This is an optimization exercise on Yosys and OpenROAD, whose aim is small area, not a production implementation. Function was checked by simulation only, so behaviour that the tests miss may differ from the original. Power and IR drop assume default switching activity.

--- design/flow/config.mk ---
export PLATFORM = sky130hd
export DESIGN_NAME = decode_dispatch
export DESIGN_NICKNAME = decode_dispatch
export VERILOG_FILES = /design/flow/design.v
export SDC_FILE = /design/flow/constraint.sdc
export NUM_CORES = 4
export LEC_CHECK = 0
export CAP_MARGIN = 20
export CORE_MARGIN = 2
export CORE_UTILIZATION = 40
export SLEW_MARGIN = 20
--- design/flow/constraint.sdc ---
create_clock -name core_clock -period 5.0 [get_ports {clk}]
set_input_delay 1.0000 -clock core_clock [delete_from_list [all_inputs] [get_ports {clk}]]
set_output_delay 1.0000 -clock core_clock [all_outputs]
set_load 0.01 [all_outputs]
--- design/flow/design.v ---
package dispatch_pkg;
  localparam int ROB_IDX_W = 4;
  typedef logic [31:0]          addr_t;
  typedef logic [31:0]          data_t;
  typedef logic [31:0]          instr_t;
  typedef logic [ROB_IDX_W-1:0] rob_idx_t;
  typedef logic [4:0]           reg_idx_t;
  typedef logic [3:0]           rs_op_t;
  typedef logic [1:0]           rob_op_t;
  typedef logic [2:0]           instr_class_t;
  localparam logic [6:0] OPC_R     = 7'b0110011;
  localparam logic [6:0] OPC_I     = 7'b0010011;
  localparam logic [6:0] OPC_B     = 7'b1100011;
  localparam logic [6:0] OPC_LUI   = 7'b0110111;
  localparam logic [6:0] OPC_AUIPC = 7'b0010111;
  localparam logic [6:0] OPC_JAL   = 7'b1101111;
  localparam logic [6:0] OPC_JALR  = 7'b1100111;
  localparam logic [2:0] F3_ADD_SUB = 3'b000;
  localparam logic [2:0] F3_SLL     = 3'b001;
  localparam logic [2:0] F3_SLT     = 3'b010;
  localparam logic [2:0] F3_SLTU    = 3'b011;
  localparam logic [2:0] F3_XOR     = 3'b100;
  localparam logic [2:0] F3_SRL_SRA = 3'b101;
  localparam logic [2:0] F3_OR      = 3'b110;
  localparam logic [2:0] F3_AND     = 3'b111;
  localparam logic [2:0] F3_BEQ  = 3'b000;
  localparam logic [2:0] F3_BNE  = 3'b001;
  localparam logic [2:0] F3_BLT  = 3'b100;
  localparam logic [2:0] F3_BGE  = 3'b101;
  localparam logic [2:0] F3_BLTU = 3'b110;
  localparam logic [2:0] F3_BGEU = 3'b111;
  localparam logic [6:0] F7_BASE = 7'b0000000;
  localparam logic [6:0] F7_ALT  = 7'b0100000;  
  localparam rs_op_t RS_ADD  = 4'd0;
  localparam rs_op_t RS_SUB  = 4'd1;
  localparam rs_op_t RS_SLL  = 4'd2;
  localparam rs_op_t RS_SLT  = 4'd3;
  localparam rs_op_t RS_SLTU = 4'd4;
  localparam rs_op_t RS_XOR  = 4'd5;
  localparam rs_op_t RS_SRL  = 4'd6;
  localparam rs_op_t RS_SRA  = 4'd7;
  localparam rs_op_t RS_OR   = 4'd8;
  localparam rs_op_t RS_AND  = 4'd9;
  localparam rs_op_t RS_BEQ  = 4'd10;
  localparam rs_op_t RS_BNE  = 4'd11;
  localparam rs_op_t RS_BLT  = 4'd12;
  localparam rs_op_t RS_BGE  = 4'd13;
  localparam rs_op_t RS_BLTU = 4'd14;
  localparam rs_op_t RS_BGEU = 4'd15;
  localparam rob_op_t ROB_REG = 2'd0;
  localparam rob_op_t ROB_BR  = 2'd1;
  localparam instr_class_t CLS_NONE   = 3'd0;
  localparam instr_class_t CLS_ALU_R  = 3'd1;
  localparam instr_class_t CLS_ALU_I  = 3'd2;
  localparam instr_class_t CLS_BRANCH = 3'd3;
  localparam instr_class_t CLS_LUI    = 3'd4;
  localparam instr_class_t CLS_AUIPC  = 3'd5;
  localparam instr_class_t CLS_JAL    = 3'd6;
  localparam instr_class_t CLS_JALR   = 3'd7;
endpackage
`timescale 1ns/1ps
module operand_bypass (
  input  logic                   rs1_busy,
  input  dispatch_pkg::rob_idx_t rs1_dep,
  input  dispatch_pkg::data_t    rs1_val,
  input  logic                   rs2_busy,
  input  dispatch_pkg::rob_idx_t rs2_dep,
  input  dispatch_pkg::data_t    rs2_val,
  input  logic                   cdb_en,
  input  dispatch_pkg::rob_idx_t cdb_rob_idx,
  input  dispatch_pkg::data_t    cdb_val,
  output logic                   op1_pend,
  output dispatch_pkg::data_t    op1_val,
  output logic                   op2_pend,
  output dispatch_pkg::data_t    op2_val
);
  function automatic logic [32:0] resolve(input logic busy, input logic [dispatch_pkg::ROB_IDX_W-1:0] dep,
                                          input logic [31:0] val);
    logic hit;
    hit = busy && cdb_en && (dep == cdb_rob_idx);
    if (!busy)
      resolve = {1'b0, val};
    else if (hit)
      resolve = {1'b0, cdb_val};  
    else
      resolve = {1'b1, 32'd0};
  endfunction
  assign {op1_pend, op1_val} = resolve(rs1_busy, rs1_dep, rs1_val);
  assign {op2_pend, op2_val} = resolve(rs2_busy, rs2_dep, rs2_val);
endmodule
`timescale 1ns/1ps
module instr_decode (
  input  dispatch_pkg::instr_t       if_instr,
  input  dispatch_pkg::addr_t        if_pc,
  input  dispatch_pkg::data_t        op1_val,
  output dispatch_pkg::instr_class_t cls,
  output dispatch_pkg::rs_op_t       rs_op,
  output dispatch_pkg::reg_idx_t     rd,
  output dispatch_pkg::data_t        imm,
  output logic                       vk_sel_imm,
  output dispatch_pkg::addr_t        pc_plus4,
  output dispatch_pkg::addr_t        br_target,
  output dispatch_pkg::addr_t        jal_target,
  output dispatch_pkg::addr_t        jalr_target,
  output dispatch_pkg::data_t        result_val
);
  logic [6:0] opcode;
  logic [2:0] funct3;
  logic [6:0] funct7;
  dispatch_pkg::data_t      imm_i;
  dispatch_pkg::data_t      imm_b;
  dispatch_pkg::data_t      imm_j;
  dispatch_pkg::data_t      imm_u;
  dispatch_pkg::addr_t      jalr_sum;
  assign opcode = if_instr[6:0];
  assign funct3 = if_instr[14:12];
  assign funct7 = if_instr[31:25];
  assign rd     = if_instr[11:7];
  assign imm_i = {{20{if_instr[31]}}, if_instr[31:20]};
  assign imm_b = {{19{if_instr[31]}}, if_instr[31], if_instr[7], if_instr[30:25],
                  if_instr[11:8], 1'b0};
  assign imm_j = {{11{if_instr[31]}}, if_instr[31], if_instr[19:12], if_instr[20],
                  if_instr[30:21], 1'b0};
  assign imm_u = {if_instr[31:12], 12'd0};
  always_comb begin
    case (opcode)
      dispatch_pkg::OPC_R:     cls = dispatch_pkg::CLS_ALU_R;
      dispatch_pkg::OPC_I:     cls = dispatch_pkg::CLS_ALU_I;
      dispatch_pkg::OPC_B:     cls = dispatch_pkg::CLS_BRANCH;
      dispatch_pkg::OPC_LUI:   cls = dispatch_pkg::CLS_LUI;
      dispatch_pkg::OPC_AUIPC: cls = dispatch_pkg::CLS_AUIPC;
      dispatch_pkg::OPC_JAL:   cls = dispatch_pkg::CLS_JAL;
      dispatch_pkg::OPC_JALR:  cls = dispatch_pkg::CLS_JALR;
      default:   cls = dispatch_pkg::CLS_NONE;  
    endcase
  end
  always_comb begin
    rs_op = dispatch_pkg::RS_ADD;
    if (cls == dispatch_pkg::CLS_BRANCH) begin
      case (funct3)
        dispatch_pkg::F3_BEQ:  rs_op = dispatch_pkg::RS_BEQ;
        dispatch_pkg::F3_BNE:  rs_op = dispatch_pkg::RS_BNE;
        dispatch_pkg::F3_BLT:  rs_op = dispatch_pkg::RS_BLT;
        dispatch_pkg::F3_BGE:  rs_op = dispatch_pkg::RS_BGE;
        dispatch_pkg::F3_BLTU: rs_op = dispatch_pkg::RS_BLTU;
        dispatch_pkg::F3_BGEU: rs_op = dispatch_pkg::RS_BGEU;
        default: rs_op = dispatch_pkg::RS_BEQ;
      endcase
    end else begin
      case (funct3)
        dispatch_pkg::F3_ADD_SUB: rs_op = (cls == dispatch_pkg::CLS_ALU_R && funct7 == dispatch_pkg::F7_ALT) ? dispatch_pkg::RS_SUB : dispatch_pkg::RS_ADD;
        dispatch_pkg::F3_SLL:     rs_op = dispatch_pkg::RS_SLL;
        dispatch_pkg::F3_SLT:     rs_op = dispatch_pkg::RS_SLT;
        dispatch_pkg::F3_SLTU:    rs_op = dispatch_pkg::RS_SLTU;
        dispatch_pkg::F3_XOR:     rs_op = dispatch_pkg::RS_XOR;
        dispatch_pkg::F3_SRL_SRA: rs_op = (funct7 == dispatch_pkg::F7_ALT) ? dispatch_pkg::RS_SRA : dispatch_pkg::RS_SRL;  
        dispatch_pkg::F3_OR:      rs_op = dispatch_pkg::RS_OR;
        default:    rs_op = dispatch_pkg::RS_AND;
      endcase
    end
  end
  always_comb begin
    imm = imm_i;
    if (cls == dispatch_pkg::CLS_ALU_I) begin
      case (funct3)
        dispatch_pkg::F3_SLTU:           imm = {20'd0, if_instr[31:20]};
        dispatch_pkg::F3_SLL, dispatch_pkg::F3_SRL_SRA: imm = {27'd0, if_instr[24:20]};  
        default:           imm = imm_i;
      endcase
    end
  end
  assign vk_sel_imm = (cls == dispatch_pkg::CLS_ALU_I);
  assign pc_plus4    = if_pc + 32'd4;
  assign br_target   = if_pc + imm_b;
  assign jal_target  = if_pc + imm_j;
  assign jalr_sum    = op1_val + imm_i;
  assign jalr_target = {jalr_sum[31:1], 1'b0};
  always_comb begin
    case (cls)
      dispatch_pkg::CLS_LUI:           result_val = imm_u;
      dispatch_pkg::CLS_AUIPC:         result_val = if_pc + imm_u;
      dispatch_pkg::CLS_JAL, dispatch_pkg::CLS_JALR: result_val = pc_plus4;  
      default:           result_val = 32'd0;
    endcase
  end
endmodule
`timescale 1ns/1ps
module dispatch_regs (
  input  logic                       clk,
  input  logic                       rst,
  input  logic                       roll_back,
  input  logic                       if_in_en,
  input  logic                       jump,
  input  dispatch_pkg::addr_t        if_pc,
  input  dispatch_pkg::instr_class_t cls,
  input  dispatch_pkg::rs_op_t       rs_op,
  input  dispatch_pkg::reg_idx_t     rd,
  input  dispatch_pkg::data_t        imm,
  input  logic                       vk_sel_imm,
  input  dispatch_pkg::addr_t        pc_plus4,
  input  dispatch_pkg::addr_t        br_target,
  input  dispatch_pkg::addr_t        jal_target,
  input  dispatch_pkg::addr_t        jalr_target,
  input  dispatch_pkg::data_t        result_val,
  input  logic                       op1_pend,
  input  logic                       op2_pend,
  input  dispatch_pkg::data_t        op1_val,
  input  dispatch_pkg::data_t        op2_val,
  input  dispatch_pkg::rob_idx_t     rs1_dep,
  input  dispatch_pkg::rob_idx_t     rs2_dep,
  input  dispatch_pkg::rob_idx_t     rob_idx_nxt,
  output logic                       stall_reset,
  output dispatch_pkg::addr_t        new_pc,
  output dispatch_pkg::rob_idx_t     stall_rob_idx,
  output logic                       rf_en,
  output dispatch_pkg::reg_idx_t     rf_dest,
  output dispatch_pkg::rob_idx_t     rf_rob_idx,
  output logic                       rs_en,
  output dispatch_pkg::rs_op_t       rs_op_out,
  output dispatch_pkg::data_t        rs_vj,
  output logic                       rs_qj_en,
  output dispatch_pkg::rob_idx_t     rs_qj,
  output dispatch_pkg::data_t        rs_vk,
  output logic                       rs_qk_en,
  output dispatch_pkg::rob_idx_t     rs_qk,
  output dispatch_pkg::rob_idx_t     rs_rob_idx,
  output logic                       rob_en,
  output dispatch_pkg::rob_idx_t     rob_idx,
  output logic                       rob_ready,
  output dispatch_pkg::rob_op_t      rob_op,
  output dispatch_pkg::reg_idx_t     rob_dest,
  output dispatch_pkg::data_t        rob_val,
  output logic                       rob_jump,
  output dispatch_pkg::addr_t        rob_pc,
  output dispatch_pkg::addr_t        rob_alt_pc
);
  logic  is_rs;
  logic  is_branch;
  logic  has_result;  
  logic  rd_nz;
  logic  redirect;
  logic  jalr_wait;
  dispatch_pkg::addr_t redirect_pc;
  assign is_branch  = (cls == dispatch_pkg::CLS_BRANCH);
  assign is_rs      = (cls == dispatch_pkg::CLS_ALU_R) || (cls == dispatch_pkg::CLS_ALU_I) || is_branch;
  assign has_result = (cls == dispatch_pkg::CLS_LUI) || (cls == dispatch_pkg::CLS_AUIPC) ||
                      (cls == dispatch_pkg::CLS_JAL) || (cls == dispatch_pkg::CLS_JALR);
  assign rd_nz      = (rd != 5'd0);
  always_comb begin
    redirect    = 1'b0;
    jalr_wait   = 1'b0;
    redirect_pc = pc_plus4;
    case (cls)
      dispatch_pkg::CLS_BRANCH: begin
        redirect    = 1'b1;
        redirect_pc = jump ? br_target : pc_plus4;
      end
      dispatch_pkg::CLS_JAL: begin
        redirect    = 1'b1;
        redirect_pc = jal_target;
      end
      dispatch_pkg::CLS_JALR: begin
        if (op1_pend) begin
          jalr_wait = 1'b1;  
        end else begin
          redirect    = 1'b1;
          redirect_pc = jalr_target;
        end
      end
      default: ;
    endcase
  end
  always_ff @(posedge clk) begin
    rob_idx <= rob_idx_nxt;
  end
  always_ff @(posedge clk) begin
    if (rst || roll_back) begin
      stall_reset   <= 1'b0;
      new_pc        <= 32'd0;
      stall_rob_idx <= '0;
      rf_en         <= 1'b0;
      rs_en         <= 1'b0;
      rs_op_out     <= dispatch_pkg::RS_ADD;
      rs_vj         <= 32'd0;
      rs_qj_en      <= 1'b0;
      rs_qj         <= '0;
      rs_vk         <= 32'd0;
      rs_qk_en      <= 1'b0;
      rs_qk         <= '0;
      rs_rob_idx    <= '0;
      rob_en        <= 1'b0;
      rob_ready     <= 1'b0;
      rob_op        <= dispatch_pkg::ROB_REG;
      rob_dest      <= 5'd0;
      rob_val       <= 32'd0;
      rob_jump      <= 1'b0;
      rob_pc        <= 32'd0;
      rob_alt_pc    <= 32'd0;
    end else if (if_in_en && cls != dispatch_pkg::CLS_NONE) begin
      stall_reset <= redirect;
      if (redirect)
        new_pc <= redirect_pc;
      if (jalr_wait)
        stall_rob_idx <= rs1_dep;
      rf_en  <= (is_rs && !is_branch || has_result) && rd_nz;
      rs_en  <= is_rs;
      rob_en <= !has_result || rd_nz;  
      rob_ready <= has_result;
      rob_op    <= is_branch ? dispatch_pkg::ROB_BR : dispatch_pkg::ROB_REG;
      rob_dest  <= rd;
      rob_pc    <= if_pc;
      rob_jump  <= is_branch && jump;
      if (has_result)
        rob_val <= result_val;
      if (is_branch) begin
        rob_val    <= pc_plus4;
        rob_alt_pc <= jump ? pc_plus4 : br_target;  
      end
      if (is_rs) begin
        rs_op_out  <= rs_op;
        rs_vj      <= op1_val;
        rs_qj_en   <= op1_pend;
        rs_qj      <= rs1_dep;
        rs_vk      <= vk_sel_imm ? imm : op2_val;
        rs_qk_en   <= op2_pend && !vk_sel_imm;
        rs_qk      <= rs2_dep;
        rs_rob_idx <= rob_idx_nxt;
      end
    end else begin
      stall_reset <= 1'b0;
      rf_en       <= 1'b0;
      rs_en       <= 1'b0;
      rob_en      <= 1'b0;
    end
  end
  assign rf_dest    = rob_dest;
  assign rf_rob_idx = rob_idx;
endmodule
`timescale 1ns/1ps
module decode_dispatch (
  input  logic                   clk,
  input  logic                   rst,
  input  logic                   roll_back,
  input  logic                   if_in_en,
  input  dispatch_pkg::addr_t    if_pc,
  input  dispatch_pkg::instr_t   if_instr,
  input  logic                   jump,
  input  logic                   rs1_busy,
  input  dispatch_pkg::rob_idx_t rs1_dep,
  input  dispatch_pkg::data_t    rs1_val,
  input  logic                   rs2_busy,
  input  dispatch_pkg::rob_idx_t rs2_dep,
  input  dispatch_pkg::data_t    rs2_val,
  input  logic                   cdb_en,
  input  dispatch_pkg::rob_idx_t cdb_rob_idx,
  input  dispatch_pkg::data_t    cdb_val,
  input  dispatch_pkg::rob_idx_t rob_idx_nxt,
  output logic                   stall_reset,
  output dispatch_pkg::addr_t    new_pc,
  output dispatch_pkg::rob_idx_t stall_rob_idx,
  output logic                   rf_en,
  output dispatch_pkg::reg_idx_t rf_dest,
  output dispatch_pkg::rob_idx_t rf_rob_idx,
  output logic                   rs_en,
  output dispatch_pkg::rs_op_t   rs_op_out,
  output dispatch_pkg::data_t    rs_vj,
  output logic                   rs_qj_en,
  output dispatch_pkg::rob_idx_t rs_qj,
  output dispatch_pkg::data_t    rs_vk,
  output logic                   rs_qk_en,
  output dispatch_pkg::rob_idx_t rs_qk,
  output dispatch_pkg::rob_idx_t rs_rob_idx,
  output logic                   rob_en,
  output dispatch_pkg::rob_idx_t rob_idx,
  output logic                   rob_ready,
  output dispatch_pkg::rob_op_t  rob_op,
  output dispatch_pkg::reg_idx_t rob_dest,
  output dispatch_pkg::data_t    rob_val,
  output logic                   rob_jump,
  output dispatch_pkg::addr_t    rob_pc,
  output dispatch_pkg::addr_t    rob_alt_pc
);
  logic         op1_pend;
  logic         op2_pend;
  dispatch_pkg::data_t        op1_val;
  dispatch_pkg::data_t        op2_val;
  dispatch_pkg::instr_class_t cls;
  dispatch_pkg::rs_op_t       rs_op;
  dispatch_pkg::reg_idx_t     rd;
  dispatch_pkg::data_t        imm;
  logic         vk_sel_imm;
  dispatch_pkg::addr_t        pc_plus4;
  dispatch_pkg::addr_t        br_target;
  dispatch_pkg::addr_t        jal_target;
  dispatch_pkg::addr_t        jalr_target;
  dispatch_pkg::data_t        result_val;
  operand_bypass u_operand_bypass (
    .rs1_busy(rs1_busy), .rs1_dep(rs1_dep), .rs1_val(rs1_val),
    .rs2_busy(rs2_busy), .rs2_dep(rs2_dep), .rs2_val(rs2_val),
    .cdb_en(cdb_en), .cdb_rob_idx(cdb_rob_idx), .cdb_val(cdb_val),
    .op1_pend(op1_pend), .op1_val(op1_val),
    .op2_pend(op2_pend), .op2_val(op2_val)
  );
  instr_decode u_instr_decode (
    .if_instr(if_instr), .if_pc(if_pc), .op1_val(op1_val),
    .cls(cls), .rs_op(rs_op), .rd(rd), .imm(imm), .vk_sel_imm(vk_sel_imm),
    .pc_plus4(pc_plus4), .br_target(br_target), .jal_target(jal_target),
    .jalr_target(jalr_target), .result_val(result_val)
  );
  dispatch_regs u_dispatch_regs (
    .clk(clk), .rst(rst), .roll_back(roll_back), .if_in_en(if_in_en), .jump(jump),
    .if_pc(if_pc), .cls(cls), .rs_op(rs_op), .rd(rd), .imm(imm),
    .vk_sel_imm(vk_sel_imm), .pc_plus4(pc_plus4), .br_target(br_target),
    .jal_target(jal_target), .jalr_target(jalr_target), .result_val(result_val),
    .op1_pend(op1_pend), .op2_pend(op2_pend), .op1_val(op1_val), .op2_val(op2_val),
    .rs1_dep(rs1_dep), .rs2_dep(rs2_dep), .rob_idx_nxt(rob_idx_nxt),
    .stall_reset(stall_reset), .new_pc(new_pc), .stall_rob_idx(stall_rob_idx),
    .rf_en(rf_en), .rf_dest(rf_dest), .rf_rob_idx(rf_rob_idx),
    .rs_en(rs_en), .rs_op_out(rs_op_out), .rs_vj(rs_vj), .rs_qj_en(rs_qj_en),
    .rs_qj(rs_qj), .rs_vk(rs_vk), .rs_qk_en(rs_qk_en), .rs_qk(rs_qk),
    .rs_rob_idx(rs_rob_idx), .rob_en(rob_en), .rob_idx(rob_idx),
    .rob_ready(rob_ready), .rob_op(rob_op), .rob_dest(rob_dest), .rob_val(rob_val),
    .rob_jump(rob_jump), .rob_pc(rob_pc), .rob_alt_pc(rob_alt_pc)
  );
endmodule
--- design/flow/run.sh ---
#!/bin/bash
# synth_recipe.tcl (not shown) runs the flow's synth.tcl, then flattens the netlist and writes it again
# the make line also repeats each setting of config.mk as NAME=value (left out here)
make -C /OpenROAD-flow-scripts/flow DESIGN_CONFIG=/design/flow/config.mk WORK_HOME=/design/flow/orfs CLKGATE_MAP_FILE= SYNTH_SCRIPT=/design/flow/synth_recipe.tcl finish
==> flow_summary.json <==
{
  "cts_sinks": 230,
  "syn_inst": 2150,
  "ys_types": 95,
  "slew_viol_final": 0,
  "io-pin-count": 424,
  "hold_viol_final": 0,
  "cts_max_path_buffers": 3,
  "overflow": 0,
  "setup_violations": 0,
  "h-tree-depth": 1,
  "globalRouteMet1Util_pct": 47.0,
  "worst_clock_skew_ns": 0,
  "fp.dieArea_um2": 42000,
  "gr-usage-all-layers_pct": 33.9,
  "antenna_left": 0,
  "synth_seq_cells": 230,
  "drc": 0,
  "grt_pass1_vias": 17300,
  "met2_usage_pct": 52.2,
  "clock_latency_ns": 0.58,
  "rsz0062_at_grt": "false",
  "cap_viol_max_count": 0,
  "areaGrowthSynthToFinish_pct": 37.7,
  "cts_tree": "built",
  "grt_max_degree": 81,
  "crit_chain": "clkdlybuf4s50_1 > xor2_1 > nor3_2 > nand2_2 > buf_4 > o2bb2ai_1 > ha_1 > nand4_1 > or2_0 > or3_1 > nor3_1 > nor4b_2 > buf_4 > nor3_2 > o221ai_1 > xnor2_1 > o21ai_0",
  "routed_wl_mm": 74.5,
  "min_period_ns": 4.50,
  "cts_buffers": 28,
  "leakagePower_nw": 8.19,
  "via_count": 18400,
  "rows": 73,
  "synth-seq-area-share_pct": 28.5,
  "ys_async_sr_fraction_pct": 0,
  "slowest_stage": "clkdlybuf4s50_1",
  "dp_hpwl_mm": 58.1,
  "clkTransAtPathRegs_ns": 0.06,
  "power.density_nw_per_um2": 247,
  "synth-edff-count": 0,
  "place.gp.congestion": 0.971,
  "rrSetupSlack_ns": 3.84,
  "worstSetupStartpointType": "input port",
  "dr.pass1.iters": 6,
  "post-route-period-util_pct": 90.0,
  "layout_commonest_cell": "clkdlybuf4s50_1",
  "nFillCells": 3812,
  "tns_ns": 0,
  "relSlewSlack_pct": 36.2,
  "grt_pass1_wl_mm": 108,
  "cp-end-kind": "flop",
  "portBuffers": 422,
  "routed_via_density": 5.97,
  "worstPathRequired_ns": 5.45,
  "synth_nets": 2429,
  "ys.warnings.count": 3,
  "worst_ep_arrival_time_ns": 4.95,
  "cts_setup_buffers": 0,
  "worstSetupPathType": "input port to flop",
  "hp-class": "flop to flop",
  "ir_drop_mv": 0.280,
  "wire_per_inst_um": 24.1,
  "ys.flop_type": "dfxtp_1",
  "nNetsFinal": 2820,
  "drive_above_1_share_pct": 8.70,
  "utilization_pct": 55.9,
  "worstMarginPinSlew_ns": 0.957,
  "die_x_um": 205,
  "synth_area_um2": 16200,
  "outcome": "complete, no violations",
  "grt_most_used_layer": "met2",
  "cts_resized": 0,
  "path_max_fanout": 17,
  "syn_avg_cell_area_um2": 7.52,
  "start_util_pct": 40.6,
  "hold_buffers": 0,
  "fmax_ghz": 0.222,
  "dieHeight_um": 205,
  "core_um2": 39800,
  "slowest_delay_ns": 0.47,
  "cts_root_buf": "clkbuf_16",
  "layout_common_cells": "clkdlybuf4s50_1 (421), nand2_1 (268), nor2_1 (253), dfxtp_1 (230), a21oi_1 (223)",
  "grt.met3_usage_pct": 6.19,
  "drtIter0Drc": 2058,
  "antenna_found_initial": 2
}
area by class of cell:
cell class | instances | area (µm²) | share of cell area [%]
diodes | 2 | 5.00 | 0.0225
clock buffers | 38 | 818 | 3.68
well taps | 525 | 657 | 2.95
flip-flops and latches | 230 | 4600 | 20.7
multi-input cells | 1723 | 10800 | 48.4
repair buffers | 528 | 5060 | 22.8
clock inverters | 14 | 216 | 0.973
inverters | 30 | 113 | 0.506
through the flow:
| step | std cells | cell area (µm²) | power, mW | hold WS [ns] | setup WS, ns |
|---|---|---|---|---|---|
| floorplan | 2150 | 16200 | 2.64 | 0.476 | 0.807 |
| global placement | 3036 | 21200 | 3.20 | 0.440 | 0.113 |
| detailed placement | 3036 | 21200 | 3.20 | 0.446 | -0.0564 |
| CTS | 3088 | 22300 | 5.49 | 0.455 | 0.539 |
| global route | 3088 | 22300 | 5.68 | 0.466 | 0.287 |
| finish | 3090 | 22300 | 5.49 | 0.453 | 0.500 |
synthesized netlist by cell type (11+ instances only):
cell type | number | area [µm²]
nand2_1 | 268 | 1010
nor2_1 | 257 | 965
dfxtp_1 | 230 | 4600
a21oi_1 | 223 | 1120
o21ai_0 | 144 | 721
clkbuf_1 | 123 | 462
ha_1 | 91 | 1140
nor3_1 | 76 | 380
xnor2_1 | 64 | 561
xor2_1 | 56 | 490
nand3_1 | 40 | 200
a221oi_1 | 37 | 324
o2bb2ai_1 | 32 | 280
a22oi_1 | 29 | 218
a211oi_1 | 28 | 210
inv_1 | 28 | 105
a21o_1 | 26 | 195
o211ai_1 | 25 | 188
nand4_1 | 24 | 150
a31oi_1 | 23 | 144
mux2i_1 | 23 | 230
o221a_2 | 22 | 248
o221ai_1 | 19 | 166
and2_1 | 18 | 113
buf_1 | 16 | 60.1
and3_1 | 14 | 87.6
buf_2 | 14 | 70.1
buf_4 | 11 | 82.6
o21a_1 | 11 | 82.6
o21bai_1 | 11 | 82.6
worst max-delay path: cells and delay by family:
kind	cells	cell delay, ns
buffers and inverters	3	0.88
AOI/OAI and AO/OA	3	0.51
xor gates and xnor gates	2	0.40
adders and majority gates	1	0.25
and+or+nand+nor	8	1.90
power by group:
group	switching [mW]	total, mW	internal [mW]
clock	0.893	2.30	1.40
sequential	0.00426	1.84	1.84
combinational	0.812	1.35	0.540
total	1.71	5.49	3.78
metal layers:
metal | up-vias | wire (µm)
met4 | 0 | 2940
met2 | 891 | 32700
met5 | - | 0
met3 | 149 | 6430
met1 | 8767 | 32400
li1 | 8632 | -
flip-flops by register name, indices dropped and copies added, names as in the netlist, 5 cells and up:
| name | count |
|---|---|
| u_dispatch_regs.new_pc | 32 |
| u_dispatch_regs.rob_dest | 5 |
| u_dispatch_regs.rs_vj | 32 |
| u_dispatch_regs.rs_vk | 32 |
| u_dispatch_regs.rob_pc | 32 |
| u_dispatch_regs.rob_alt_pc | 32 |
| u_dispatch_regs.rob_val | 32 |
worst paths after layout:
check | start | to | depth (start not counted)
max | rs1_dep[1] | u_dispatch_regs.new_pc[31] | 17
min | u_dispatch_regs.rob_pc[5] | u_dispatch_regs.rob_pc[5] | 2
max reg2reg | u_dispatch_regs.new_pc[15] | u_dispatch_regs.new_pc[15] | 3
min reg2reg | u_dispatch_regs.rob_pc[5] | u_dispatch_regs.rob_pc[5] | 2
cell families (layout without fill, tap and decap cells):
| logic type | count (synthesis) | in the layout | synth area share (%) |
|---|---|---|---|
| buffers and inverters | 197 | 610 | 5.04 |
| AND/OR/NAND/NOR | 763 | 763 | 20.9 |
| multiplexers | 24 | 24 | 1.49 |
| XOR/XNOR | 120 | 120 | 6.50 |
| other | 1 | 3 | 0.0232 |
| AO/OA/AOI/OAI | 720 | 720 | 30.0 |
| flip-flops | 230 | 230 | 28.5 |
| adder cells (fa/ha/maj) | 95 | 95 | 7.54 |

-- what the ideal ports hide --
In the flow no input, the clock included, has a driving cell. The finished layout below was timed again as built, in two steps. Step 1 sets driving cells, clkbuf_16 on the clock port and buf_2 on the other inputs (assumed; they add their load-dependent delay and slew). Step 2 times the ports against the registers' clock, not the clock port: input delays grow and output delays shrink by t, the midpoint of the rising clock arrivals with the driver on. Three values: no drivers, after step 1, after step 2; two values: the first two.
t (ns): 0.643
setup WS [ns]: 0.500 / 0.530 / -0.113
hold WS [ns]: 0.453 / 0.453 / 0.453
cell pins on the clock port's net: 1
Met with ideal ports but missed after step 2: setup timing in this run. The setup slack of this run moves by +0.030 ns with the drivers and by -0.613 ns with both steps.
